This is an optimization exercise on Yosys and OpenROAD, whose aim is a short achievable clock period and few clock cycles per item, not a production implementation.
The RTL was checked by simulation tests, not by an equivalence proof against the original design.
The clock input has no modelled driver; a real chip could not lean on it and would need a root buffer or a full tree.
Power is estimated from default activity; no workload was simulated.

==> flow/design.v <==
package mr_ctl_pkg;
    typedef struct packed {
        logic [3-1:0]      chnl;
        logic [5-1:0] local_tag;
    } mr_tag_fields_t;
    typedef union packed {
        logic [8-1:0] flat;
        mr_tag_fields_t         f;
    } mr_tag_u;
    localparam int CHNL_SQ      = 0;
    localparam int CHNL_RQ      = 1;
    localparam int CHNL_TX_REQ  = 2;
    localparam int CHNL_RX_REQ  = 3;
    localparam int CHNL_RX_RESP = 4;
    function automatic logic [48:0] ks_carry(
        input logic [48-1:0] g_in,
        input logic [48-1:0] p_in,
        input logic                      cin
    );
        logic [48:0] g;
        logic [48:0] p;
        logic [48:0] g_n;
        logic [48:0] p_n;
        g = {g_in, cin};
        p = {p_in, 1'b0};
        for (int k = 0; (1 << k) <= 48; k++) begin
            g_n = g;
            p_n = p;
            for (int i = (1 << k); i <= 48; i++) begin
                g_n[i] = g[i] | (p[i] & g[i - (1 << k)]);
                p_n[i] = p[i] & p[i - (1 << k)];
            end
            g = g_n;
            p = p_n;
        end
        ks_carry = g;
    endfunction
    function automatic logic [48-1:0] add_fast(
        input logic [48-1:0] a,
        input logic [48-1:0] b
    );
        logic [48:0] c;
        c = ks_carry(a & b, a ^ b, 1'b0);
        add_fast = (a ^ b) ^ c[48-1:0];
    endfunction
    function automatic logic geq_fast(
        input logic [32-1:0] a,
        input logic [32-1:0] b
    );
        logic [48:0] c;
        c = ks_carry({{(48 - 32){1'b0}}, a & ~b},
                     {{(48 - 32){1'b0}}, a | ~b}, 1'b1);
        geq_fast = c[32];
    endfunction
endpackage
`timescale 1ns/100ps
module mr_ctl_top (
    input  logic                                                 clk,
    input  logic                                                 rst,
    input  logic                                                 cfg_wr_en,
    input  logic [4-1:0]                               cfg_key,
    input  logic                                                 cfg_key_valid,
    input  logic [48-1:0]                            cfg_base,
    input  logic [32-1:0]                          cfg_len,
    input  logic [5-1:0]                              req_valid,
    input  logic [5-1:0][8-1:0]             req_qpn,
    input  logic [5-1:0][4-1:0]             req_key,
    input  logic [5-1:0][32-1:0]        req_offset,
    output logic [5-1:0]                              req_ready,
    output logic [5-1:0]                              rsp_valid,
    output logic [5-1:0][16-1:0]     rsp_head,
    output logic [5-1:0][49-1:0]     rsp_data,
    input  logic [5-1:0]                              rsp_ready
);
    localparam int NCH = 5;
    localparam int KN  = 1 << 4;
    localparam int AW  = 48;
    localparam int OW  = 32;
    localparam int QW  = 8;
    localparam int KW  = 4;
    localparam int LTL = 5;
    logic [KN-1:0]     tbl_valid;
    logic [AW-1:0]     tbl_base [KN];
    logic [OW-1:0]     tbl_len  [KN];
    always_ff @(posedge clk or posedge rst) begin
        if (rst) begin
            tbl_valid <= '0;
        end else if (cfg_wr_en) begin
            tbl_valid[cfg_key] <= cfg_key_valid;
        end
    end
    always_ff @(posedge clk) begin
        if (cfg_wr_en) begin
            tbl_base[cfg_key] <= cfg_base;
            tbl_len[cfg_key]  <= cfg_len;
        end
    end
    for (genvar c = 0; c < NCH; c++) begin : g_ch
        logic            rdy_q;
        logic            stall;
        logic            take;
        logic            sk_v;
        logic [QW-1:0]   sk_qpn;
        logic [KW-1:0]   sk_key;
        logic [OW-1:0]   sk_off;
        logic [QW-1:0]   in_qpn;
        logic [KW-1:0]   in_key;
        logic [OW-1:0]   in_off;
        logic            r_v;
        logic [QW-1:0]   r_qpn;
        logic [KW-1:0]   r_key;
        logic [OW-1:0]   r_off;
        logic            m_v;
        logic [QW-1:0]   m_qpn;
        logic [OW-1:0]   m_off;
        logic            m_ent_v;
        logic [AW-1:0]   m_base;
        logic [OW-1:0]   m_len;
        logic            o_v;
        logic [QW-1:0]   o_qpn;
        logic [LTL-1:0]  o_tag;
        logic [AW:0]     o_data;
        logic            x_err;
        logic            o_nv;
        logic            o_v_nxt;
        logic [LTL-1:0]  t_cnt;
        logic [LTL-1:0]  t_nxt;
        assign stall   = !o_nv && !rsp_ready[c];
        assign o_v_nxt = stall || m_v;
        assign t_nxt   = t_cnt + {{(LTL - 1){1'b0}}, !o_nv && rsp_ready[c]};
        assign take  = req_valid[c] && rdy_q;
        always_ff @(posedge clk or posedge rst) begin
            if (rst) begin
                sk_v  <= 1'b0;
                r_v   <= 1'b0;
                m_v   <= 1'b0;
                o_v   <= 1'b0;
                o_nv  <= 1'b1;
                t_cnt <= '0;
            end else begin
                if (stall) begin
                    sk_v  <= sk_v || take;
                end else begin
                    sk_v  <= 1'b0;
                    r_v   <= sk_v || take;
                    m_v   <= r_v;
                end
                o_v   <= o_v_nxt;
                o_nv  <= !o_v_nxt;
                t_cnt <= t_nxt;
            end
        end
        always_ff @(posedge clk) begin
            o_tag <= t_nxt;
        end
        always_ff @(posedge clk) begin
            rdy_q <= !(stall && (sk_v || take));
        end
        always_ff @(posedge clk) begin
            if (!sk_v) begin
                sk_qpn <= req_qpn[c];
                sk_key <= req_key[c];
                sk_off <= req_offset[c];
            end
        end
        assign in_qpn = sk_v ? sk_qpn : req_qpn[c];
        assign in_key = sk_v ? sk_key : req_key[c];
        assign in_off = sk_v ? sk_off : req_offset[c];
        logic [AW-1:0]   x_sum;
        logic            x_ge;
        assign x_sum = mr_ctl_pkg::add_fast(m_base, {{(AW - OW){1'b0}}, m_off});
        assign x_ge  = mr_ctl_pkg::geq_fast(m_off, m_len);
        assign x_err = !m_ent_v || x_ge;
        always_ff @(posedge clk) begin
            if (!stall) begin
                r_qpn   <= in_qpn;
                r_key   <= in_key;
                r_off   <= in_off;
                m_qpn   <= r_qpn;
                m_off   <= r_off;
                m_ent_v <= tbl_valid[r_key];
                m_base  <= tbl_base[r_key];
                m_len   <= tbl_len[r_key];
            end
        end
        logic [AW:0]     x_data;
        logic [QW-1:0]   h_qpn;
        logic [AW:0]     h_data;
        assign x_data = x_err ? {1'b1, {AW{1'b0}}} : {1'b0, x_sum};
        always_ff @(posedge clk) begin
            if (!stall && m_v) begin
                h_qpn  <= m_qpn;
                h_data <= x_data;
            end
            o_qpn  <= stall ? h_qpn : m_qpn;
            o_data <= stall ? h_data : x_data;
        end
        assign req_ready[c] = rdy_q;
        assign rsp_valid[c] = o_v;
        assign rsp_head[c]  = {o_qpn, {(8 - LTL){1'b0}}, o_tag};
        assign rsp_data[c]  = o_data;
    end
endmodule
==> flow/config.mk <==
export PLATFORM = sky130hd
export DESIGN_NAME = mr_ctl_top
export DESIGN_NICKNAME = mr_ctl_top
export VERILOG_FILES = /design/flow/design.v
export SDC_FILE = /design/flow/constraint.sdc
export NUM_CORES = 4
export LEC_CHECK = 0
export ABC_CLOCK_PERIOD_IN_PS = 2500
export CAP_MARGIN = 20
export CORE_MARGIN = 2
export CORE_UTILIZATION = 40
export PLACE_DENSITY = 0.6
export SLEW_MARGIN = 20
export SETUP_SLACK_MARGIN = 8.5
export PRE_CTS_TCL = /design/flow/flow/ctree.tcl
export TNS_END_PERCENT = 5
==> flow/constraint.sdc <==
create_clock -name core_clock -period 12.0 [get_ports {clk}]
set_input_delay 2.4000 -clock core_clock [delete_from_list [all_inputs] [get_ports {clk}]]
set_output_delay 2.4000 -clock core_clock [all_outputs]
set_load 0.01 [all_outputs]
standard.sh (not shown) runs the stock make flow with config.mk's settings and CLKGATE_MAP_FILE= SYNTH_SCRIPT=/design/flow/synth_recipe.tcl, a recipe that flattens the netlist after the stock synthesis.
==> flow/flow/run.sh <==
#!/bin/bash
# The standard layout, run step by step with the standard synthesis
# unchanged, and two changes from clock tree synthesis on:
# - flow/ctree.tcl (ORFS's PRE_CTS_TCL hook) builds the clock tree itself,
#   a balanced three-level tree of clkbuf_16 made by recursive bisection of
#   the flip-flops, in place of TritonCTS, and first moves each flip-flop that
#   drives an output port next to that port's buffer;
# - with the clock propagated, the timing repairs are asked to leave more
#   setup slack than the fixed clock period needs, so that the achieved
#   period (period less slack) shrinks; after global routing only the worst
#   endpoints are repaired, to keep the run short.
# The constraints (constraint.sdc) are not touched. Each step's output goes
# to its own log here; ORFS's own logs are under orfs/logs.
set -euo pipefail
bash standard.sh synth > synth.log 2>&1
bash standard.sh floorplan > floorplan.log 2>&1
bash standard.sh place > place.log 2>&1
cat >> config.mk <<CFG
export SETUP_SLACK_MARGIN = 8.5
export PRE_CTS_TCL = $PWD/flow/ctree.tcl
CFG
bash standard.sh cts > cts.log 2>&1
cat >> config.mk <<'CFG'
export TNS_END_PERCENT = 5
CFG
bash standard.sh route > route.log 2>&1
bash standard.sh finish > finish.log 2>&1
Other scripts of this flow, unchanged in this note and not shown: flow/flow/ctree.tcl
The starting point completed with no timing, DRC or antenna violations.
Testbench counts at the start, summed over its fixed seeds: cycles 2,678, items 12,000.
Rerun with:
Settings changed: CORE_UTILIZATION 40 to 35, PLACE_DENSITY 0.6 to 0.55.
The new run finished with timing, DRC and antenna clean.
Via count stays flat.
Final area went up by 0.79%.
Global-route usage went down by 2.1 points.
Sequential share of layout area went down by 0.36 points.
Total power went up by 0.61%.
Die area went up by 14%.
Final cell count went up by 4.3%.
Critical path depth went down by 4.
Routed wire length went up by 6.6%.
Fmax went down by 2.0%.
Sequential power is about the same.
In every run of this note, the design's own scripts or RTL, not TritonCTS, make the clock network.

## afterwards: timing with drivers on the ports
No port has a modelled driver above. Below, the same layouts with a new extraction and two added sets of constraints. Step 1: set_driving_cell puts a clkbuf_16 on clk and a buf_2 on each other input, an assumption about the parent block. Step 2 moves the port delays by t, midway between the first and last clock arrival at a register: inputs arrive t later, outputs are due t later. That takes back most of the time a late clock gives input paths. Three values: ideal ports, drivers, drivers and shift; two values: the first two.
run | shift t [ns] | setup WS [ns] | worst data-port slew with drivers (ns) | pins driven straight from the clock port
the first run | 0.881 | 8.397 / 8.168 / 7.744 | 0.26 | 4
the second run | 0.889 | 8.325 / 8.175 / 7.695 | 0.34 | 4
After both steps setup and hold are still met in every run listed. For the first run, which loses most, drivers alone change the setup slack by -0.229 ns; drivers and shift together by -0.653 ns.
